Source: an optimization exercise on an open RTL-to-GDS flow (aim: small area, a short achievable clock period and few clock cycles). Production flows keep margins and buffers that such runs may drop.
RTL that was checked went through simulation tests only; none was proved equivalent to the original.
Power and IR drop assume default switching activity.

Setup of red:
Design text_char_scanner_core, start of the top module:
module text_char_scanner_core #(
    parameter int LINE_BITS   = 20,    
    parameter int COLUMN_BITS = 16,
    parameter int TAB_STOP    = 4
) (
    input  logic                       i_clk,
    input  logic                       i_rst_n,
    input  logic                       i_valid,
    input  logic [tcs_pkg::BYTE_W-1:0] i_byte,
    output logic                       o_ready,
    output logic                       o_valid,
    input  logic                       i_ready,
    output logic [1:0]                 o_kind,
    output logic [tcs_pkg::BYTE_W-1:0] o_char,
    output logic [tcs_pkg::LINE_W-1:0] o_line,
    output logic [tcs_pkg::COL_W-1:0]  o_col,
    output logic [2:0]                 o_code,
    output logic                       o_last
);
    localparam int K_NUL   = 0;    
    localparam int K_TAB   = 1;    
    localparam int K_LF    = 2;    
    localparam int K_CR    = 3;    
    localparam int K_STAR  = 4;    
    localparam int K_SLASH = 5;    
    localparam int K_LEAD  = 6;    
  ...
Size: about 460 cells after synthesis, about 92 flip-flops, about 0.0048 mm2 of cells after synthesis.
export LEC_CHECK = 0
export CAP_MARGIN = 20
export CORE_MARGIN = 2
export CORE_UTILIZATION = 40
export CTS_BUF_LIST = sky130_fd_sc_hd__clkbuf_4 sky130_fd_sc_hd__clkbuf_8
export SETUP_SLACK_MARGIN = 1.7
export SLEW_MARGIN = 20
create_clock -name core_clock -period 4.0 [get_ports {i_clk}]
standard.sh (not shown) runs the stock make flow with config.mk's settings and CLKGATE_MAP_FILE= SYNTH_SCRIPT=/design/flow/synth_recipe.tcl, a recipe that flattens the netlist after the stock synthesis.
==> flow/flow/run.sh <==
#!/bin/bash
# Standard layout, with plain buf_1 cells as the port buffers.
set -euo pipefail
bash standard.sh BUFFER_PORTS_ARGS="-buffer_cell sky130_fd_sc_hd__buf_1" finish > make_finish.log 2>&1
red: PASS, flow complete, no timing, DRC or antenna violations
Testbench counts of red, summed over its fixed seeds: cycles 33,905.
> inputs changed (red -> blue)
# red
export LEC_CHECK = 0
export CAP_MARGIN = 20
export CORE_MARGIN = 2
export CORE_UTILIZATION = 40
export CTS_BUF_LIST = sky130_fd_sc_hd__clkbuf_4 sky130_fd_sc_hd__clkbuf_8
export SETUP_SLACK_MARGIN = 1.7
export SLEW_MARGIN = 20
create_clock -name core_clock -period 4.0 [get_ports {i_clk}]
# blue
export LEC_CHECK = 0
export CAP_MARGIN = 20
export CORE_MARGIN = 2
export CORE_UTILIZATION = 40
export CTS_BUF_LIST = sky130_fd_sc_hd__clkbuf_4 sky130_fd_sc_hd__clkbuf_8
export SETUP_SLACK_MARGIN = 1.9
export SLEW_MARGIN = 20
create_clock -name core_clock -period 4.0 [get_ports {i_clk}]
[summary]
The run showing the smaller combinational fraction of design power is red.
Comparing blue and red, the lower count of filler cells inserted in the layout was measured on blue.
Non-clock buffer count of blue exceeds that of red by a little under 10%.
Worst hold slack in blue is 11 ps above red.
red → blue: wire length increased by 2.1% relative to the old numbers, time the worst path needs with I/O delays and setup went down 140 ps.
Comparing blue and red, number of gates resized after CTS is lower on red.
Comparing red against blue, there is no change at all in count of inserted tapcells.
diff inputs: blue => green
# blue
export LEC_CHECK = 0
export CAP_MARGIN = 20
export CORE_MARGIN = 2
export CORE_UTILIZATION = 40
export CTS_BUF_LIST = sky130_fd_sc_hd__clkbuf_4 sky130_fd_sc_hd__clkbuf_8
export SETUP_SLACK_MARGIN = 1.9
export SLEW_MARGIN = 20
create_clock -name core_clock -period 4.0 [get_ports {i_clk}]
# green
export LEC_CHECK = 0
export CAP_MARGIN = 20
export CORE_MARGIN = 2
export CORE_UTILIZATION = 40
export CTS_BUF_LIST = sky130_fd_sc_hd__clkbuf_4 sky130_fd_sc_hd__clkbuf_8
export SETUP_SLACK_MARGIN = 1.5
export SLEW_MARGIN = 20
create_clock -name core_clock -period 4.0 [get_ports {i_clk}]
==> notes.md <==
green finished every stage and its layout cleared the timing, DRC and antenna checks.
Post-route fraction of the period consumed by the critical path: green vs blue up 6.1 points
Routed wire length, green and blue, higher one = blue.
Total power of green is higher than that of blue.
Looking at via count of the first global-routing pass, green sits 1.4% above blue.
Re total buffers and inverters traversed by the critical path: blue was higher than green.
On green: buffers inserted during post-CTS setup optimization is 4 lower than what blue gave.
Comparing green with blue, the overall routing resource usage came out essentially unchanged.
blue has lower sequential share of layout area than green.
green ends up with a area growth from synthesis to final layout that is 4.3 points lower than in blue.

========
== cedar ==
Another version of the RTL of text_char_scanner_core (not shown whole).
Size in the first run: about 470 cells after synthesis, roughly 64 I/O pins.
==> flow/config.mk <==
export PLATFORM = sky130hd
export DESIGN_NAME = text_char_scanner_core
export DESIGN_NICKNAME = text_char_scanner_core
export VERILOG_FILES = /design/flow/design.v
export SDC_FILE = /design/flow/constraint.sdc
export NUM_CORES = 4
export LEC_CHECK = 0
export CAP_MARGIN = 20
export CORE_MARGIN = 2
export CORE_UTILIZATION = 60
export CTS_BUF_LIST = sky130_fd_sc_hd__clkbuf_4 sky130_fd_sc_hd__clkbuf_8
export SETUP_SLACK_MARGIN = 1.9
export SLEW_MARGIN = 20
==> flow/constraint.sdc <==
create_clock -name core_clock -period 4.0 [get_ports {i_clk}]
set_input_delay 0.8000 -clock core_clock [delete_from_list [all_inputs] [get_ports {i_clk}]]
set_output_delay 0.8000 -clock core_clock [all_outputs]
set_load 0.01 [all_outputs]
Scripts as last shown in full above: flow/flow/run.sh
The flow did not stop early for cedar: all stages ran, and the layout cleared the timing, DRC and antenna checks.
#### Input delta (yarrow over cedar)
-- flow/config.mk --
<<< cedar, line 10
export CORE_UTILIZATION = 60
>>> yarrow, line 10
export CORE_UTILIZATION = 40
Results
yarrow vs cedar: combinational power up by a few percent. On shortest period the worst path allows, yarrow tracks cedar almost exactly. cedar -> yarrow: wire length of the first global-routing pass increased by a few percent. yarrow and cedar ended up with roughly the same data required time of the worst path. Global-route usage sits lower in yarrow than in cedar. cedar has a lower total detailed-routing wirelength than yarrow. Final standard cell count with taps included and fillers excluded (yarrow vs. cedar) increases by a few percent. Compared with cedar, in yarrow worst setup slack after layout closely matched the old numbers; post-route standard cell area excluding fillers increased by about 0.7% relative to the old numbers. Comparing yarrow against cedar, there is no change at all in antenna diode count. Going from cedar to yarrow, the count of cells along the worst register-to-register path was found to have gone down by 1.
Input-level comparison between willow and yarrow:
==> flow/flow/run.sh <==
#!/bin/bash
# Standard layout, with plain buf_1 cells as the port buffers and the
# synthesis adder-cell step left out (abc maps the incrementers as gates).
set -euo pipefail
bash standard.sh BUFFER_PORTS_ARGS="-buffer_cell sky130_fd_sc_hd__buf_1" ADDER_MAP_FILE= finish > make_finish.log 2>&1
--- outcome ---
- willow vs yarrow: core utilization down in willow
- Comparing willow with yarrow, the setup slack came out essentially unchanged.
- On willow: die area is 0.53% higher than what yarrow gave.
- Delta (willow minus yarrow): area added between synthesis and finish about even; synthesized cell count fell 1.7%; final area rose 0.57%; overall routed net length rose 2.2%; met3 wirelength from detailed routing fell about 16%.
- willow — number of instances resized during post-cts repair 3 higher, yarrow as reference
No run of this note included a check of the RTL's function; only the layout flow was run.

========
Setup of job 6196:
Another version of the RTL of text_char_scanner_core (not shown whole).
Size: ~530 cells after synthesis, about 4200 um^2 of cells after synthesis.
export LEC_CHECK = 0
export ABC_AREA = 1
export CAP_MARGIN = 20
export CORE_MARGIN = 2
export CORE_UTILIZATION = 40
export CTS_BUF_LIST = sky130_fd_sc_hd__clkbuf_4 sky130_fd_sc_hd__clkbuf_8
export SETUP_SLACK_MARGIN = 1.8
export SLEW_MARGIN = 20
create_clock -name core_clock -period 4.0 [get_ports {i_clk}]
==> flow/flow/run.sh <==
#!/bin/bash
# Standard layout, with plain buf_1 cells as the port buffers and the
# synthesis adder-cell step left out (abc maps the incrementers as gates).
set -euo pipefail
bash standard.sh BUFFER_PORTS_ARGS="-buffer_cell sky130_fd_sc_hd__buf_1" ADDER_MAP_FILE= finish > make_finish.log 2>&1
Every stage of the flow completed for job 6196, and the final layout passed the timing, DRC and antenna checks.
Testbench counts of job 6196, summed over its fixed seeds: cycles 33,905.
diff inputs: job 6196 => job 158
# job 6196
export LEC_CHECK = 0
export ABC_AREA = 1
export CAP_MARGIN = 20
export CORE_MARGIN = 2
export CORE_UTILIZATION = 40
export CTS_BUF_LIST = sky130_fd_sc_hd__clkbuf_4 sky130_fd_sc_hd__clkbuf_8
export SETUP_SLACK_MARGIN = 1.8
export SLEW_MARGIN = 20
create_clock -name core_clock -period 4.0 [get_ports {i_clk}]
# job 158
export LEC_CHECK = 0
export ABC_AREA = 1
export CAP_MARGIN = 20
export CORE_MARGIN = 2
export CORE_UTILIZATION = 40
export CTS_BUF_LIST = sky130_fd_sc_hd__clkbuf_4 sky130_fd_sc_hd__clkbuf_8
export SETUP_SLACK_MARGIN = 1.9
export SLEW_MARGIN = 20
create_clock -name core_clock -period 4.0 [get_ports {i_clk}]
Findings:
- Higher register-to-register slack was reported by job 6196, not job 158.
- For job 158, the standard cell with the maximum stage delay on the critical path was sky130_fd_sc_hd__edfxtp_1, unlike job 6196, where it was sky130_fd_sc_hd__nand3_4.
- Of job 6196 and job 158, job 6196 shows the lower global-route wire length before repair, with job 158 above it.
- Job 158 did not stop at any stage, and its layout met the timing, DRC and antenna checks.
- Job 158: final worst hold slack higher than job 6196
- Relative to job 6196, the overall global routing resource usage of job 158 is higher by 0.29 points.
- Job 158 against job 6196: power after layout fell 52 uW; final area shows an increase of about 1.6%; core utilization rose by 0.80 points; final worst-path cycle share comparable.
- Cmp job 6196 and job 158 / cell leakage power / lower: job 6196
What job 8295 does differently from job 158 at the input level:
# job 158
export LEC_CHECK = 0
export ABC_AREA = 1
export CAP_MARGIN = 20
export CORE_MARGIN = 2
export CORE_UTILIZATION = 40
export CTS_BUF_LIST = sky130_fd_sc_hd__clkbuf_4 sky130_fd_sc_hd__clkbuf_8
export SETUP_SLACK_MARGIN = 1.9
export SLEW_MARGIN = 20
create_clock -name core_clock -period 4.0 [get_ports {i_clk}]
# job 8295
export LEC_CHECK = 0
export CAP_MARGIN = 20
export CORE_MARGIN = 2
export CORE_UTILIZATION = 40
export CTS_BUF_LIST = sky130_fd_sc_hd__clkbuf_4 sky130_fd_sc_hd__clkbuf_8
export SETUP_SLACK_MARGIN = 1.8
export SLEW_MARGIN = 20
create_clock -name core_clock -period 4.0 [get_ports {i_clk}]
==> flow/flow/run.sh <==
#!/bin/bash
# Standard layout, with plain buf_1 cells as the port buffers.
set -euo pipefail
bash standard.sh BUFFER_PORTS_ARGS="-buffer_cell sky130_fd_sc_hd__buf_1" finish > make_finish.log 2>&1
Findings:
- Relative to job 158, the synthesized area of job 8295 is lower by 2.1%.
- On register share of total power, the higher figure sits with job 158, not job 8295.
- Job 8295 vs. job 158: via count moved down; total power per unit cell area grew by about 10%; area growth from synthesis to final layout dropped 0.32 points; pin slew with the least headroom to its limit rose 0.29 ns; post-cts repair resize count now larger.
- Job 8295: wire length 5.6% below job 158
- Share of cells above drive strength 1 in job 8295 is 0.60 points above job 158.
Edits applied to the flow inputs when going from job 8295 to job 523:
==> flow/flow/run.sh <==
#!/bin/bash
# Standard layout, with plain buf_1 cells as the port buffers and the
# synthesis adder-cell step left out (abc maps the incrementers as gates).
set -euo pipefail
bash standard.sh BUFFER_PORTS_ARGS="-buffer_cell sky130_fd_sc_hd__buf_1" ADDER_MAP_FILE= finish > make_finish.log 2>&1
==> comparison <==
Taking job 8295 over job 523, the leakage dissipation ratio works out to 1.06. The area of the core region reported for job 523 is greater than that of job 8295 by about 3.7%. Relative to job 8295, the power measured on job 523 has decreased slightly. Job 523 vs job 8295, number of cells on the worst reg-to-reg path went down by 2. On fmax, the lower figure sits with job 8295, not job 523. On post-layout minimum cycle time, the lower figure sits with job 523, not job 8295.
[inputs] job 7188 vs job 523
# job 523
export LEC_CHECK = 0
export CAP_MARGIN = 20
export CORE_MARGIN = 2
export CORE_UTILIZATION = 40
export CTS_BUF_LIST = sky130_fd_sc_hd__clkbuf_4 sky130_fd_sc_hd__clkbuf_8
export SETUP_SLACK_MARGIN = 1.8
export SLEW_MARGIN = 20
create_clock -name core_clock -period 4.0 [get_ports {i_clk}]
# job 7188
export LEC_CHECK = 0
export ABC_AREA = 1
export CAP_MARGIN = 20
export CORE_MARGIN = 2
export CORE_UTILIZATION = 40
export CTS_BUF_LIST = sky130_fd_sc_hd__clkbuf_4 sky130_fd_sc_hd__clkbuf_8
export SETUP_SLACK_MARGIN = 2.0
export SLEW_MARGIN = 20
create_clock -name core_clock -period 4.0 [get_ports {i_clk}]
Notes after the runs:
Row number of cells in the design after placement: job 7188 higher / job 523 lower. The run showing the greater amount of wire on met2 after detailed routing is job 7188. Diff job 523 -> job 7188 | mean number of vias per cell | decrease of 0.53. The maximum fanout encountered on the critical timing path in job 7188 was lower than what job 523 gave. Relative to job 523, the final setup slack of the worst path of job 7188 is higher by 0.12 ns. Cmp job 523 and job 7188 / setup slack at placement / higher: job 7188. Worst hold slack on job 7188 is ahead of job 523.
--- input diff job 7188..job 2781 ---
# job 7188
export LEC_CHECK = 0
export ABC_AREA = 1
export CAP_MARGIN = 20
export CORE_MARGIN = 2
export CORE_UTILIZATION = 40
export CTS_BUF_LIST = sky130_fd_sc_hd__clkbuf_4 sky130_fd_sc_hd__clkbuf_8
export SETUP_SLACK_MARGIN = 2.0
export SLEW_MARGIN = 20
create_clock -name core_clock -period 4.0 [get_ports {i_clk}]
# job 2781
export LEC_CHECK = 0
export ABC_AREA = 1
export CAP_MARGIN = 20
export CORE_MARGIN = 2
export CORE_UTILIZATION = 40
export CTS_BUF_LIST = sky130_fd_sc_hd__clkbuf_4 sky130_fd_sc_hd__clkbuf_8
export SETUP_SLACK_MARGIN = 1.7
export SLEW_MARGIN = 20
create_clock -name core_clock -period 4.0 [get_ports {i_clk}]
Results
Job 2781: done, clean on timing, DRC and antenna. The worst endpoint data arrival time reported for job 2781 is greater than that of job 7188 by 0.15 ns. NOTE net switching power job 7188->job 2781 decreased by a few percent. Compared with job 7188, job 2781 is more frugal on power. The worst hold margin in job 2781 was higher than what job 7188 gave. Taking job 7188 as the reference, in job 2781 clock skew after layout barely changed, multi-input gate area in the final layout saw a decrease, number of global-route vias before repair fell 108. Diff job 7188 -> job 2781: proportion of cell area occupied by registers up 2.9 points; total routing resource utilization after global routing barely changed; post-synthesis instance total now sits at about the same level.

static timing again, ports no longer ideal:
The flow's constraints put no driver on any port. The routed layouts listed below were extracted and timed again, unchanged, in two steps.
Step 1 sets driving cells, clkbuf_16 on the clock port and buf_2 on the other inputs (assumed; they add their load-dependent delay and slew).
Step 2 adds t to the input delays and takes it off the output delays; t is the mean of the earliest and latest rising clock arrival at the registers after step 1. Input paths then give back, and output paths get back, about the clock's delay inside the block.
Slacks: no drivers / after step 1 / after step 2; pairs: no drivers / after step 1.
run | t (ns) | setup slack, ns | worst setup path at the end | worst register clock-pin slew, ns
red | 0.401 | 1.780 / 1.780 / 1.468 | input to register | 0.09 / 0.09
blue | 0.385 | 1.921 / 1.921 / 1.700 | input to register | 0.09 / 0.09
green | 0.378 | 1.677 / 1.677 / 1.352 | input to register | 0.10 / 0.10
cedar | 0.392 | 1.934 / 1.934 / 1.691 | input to register | 0.10 / 0.10
yarrow | 0.407 | 1.935 / 1.935 / 1.664 | input to register | 0.10 / 0.10
willow | 0.403 | 1.938 / 1.915 / 1.669 | input to register | 0.09 / 0.09
job 6196 | 0.385 | 1.883 / 1.863 / 1.714 | input to register | 0.08 / 0.08
job 158 | 0.380 | 1.880 / 1.880 / 1.731 | input to register | 0.08 / 0.08
job 8295 | 0.375 | 1.778 / 1.778 / 1.639 | input to register | 0.09 / 0.09
job 523 | 0.389 | 1.841 / 1.841 / 1.498 | input to register | 0.09 / 0.09
job 7188 | 0.379 | 1.966 / 1.933 / 1.800 | input to register | 0.09 / 0.09
job 2781 | 0.386 | 1.818 / 1.799 / 1.732 | input to register | 0.08 / 0.08
After both steps every run listed still meets setup and hold. For job 523, which loses most, drivers alone change the setup slack by 0.000 ns; drivers and shift together by -0.343 ns.
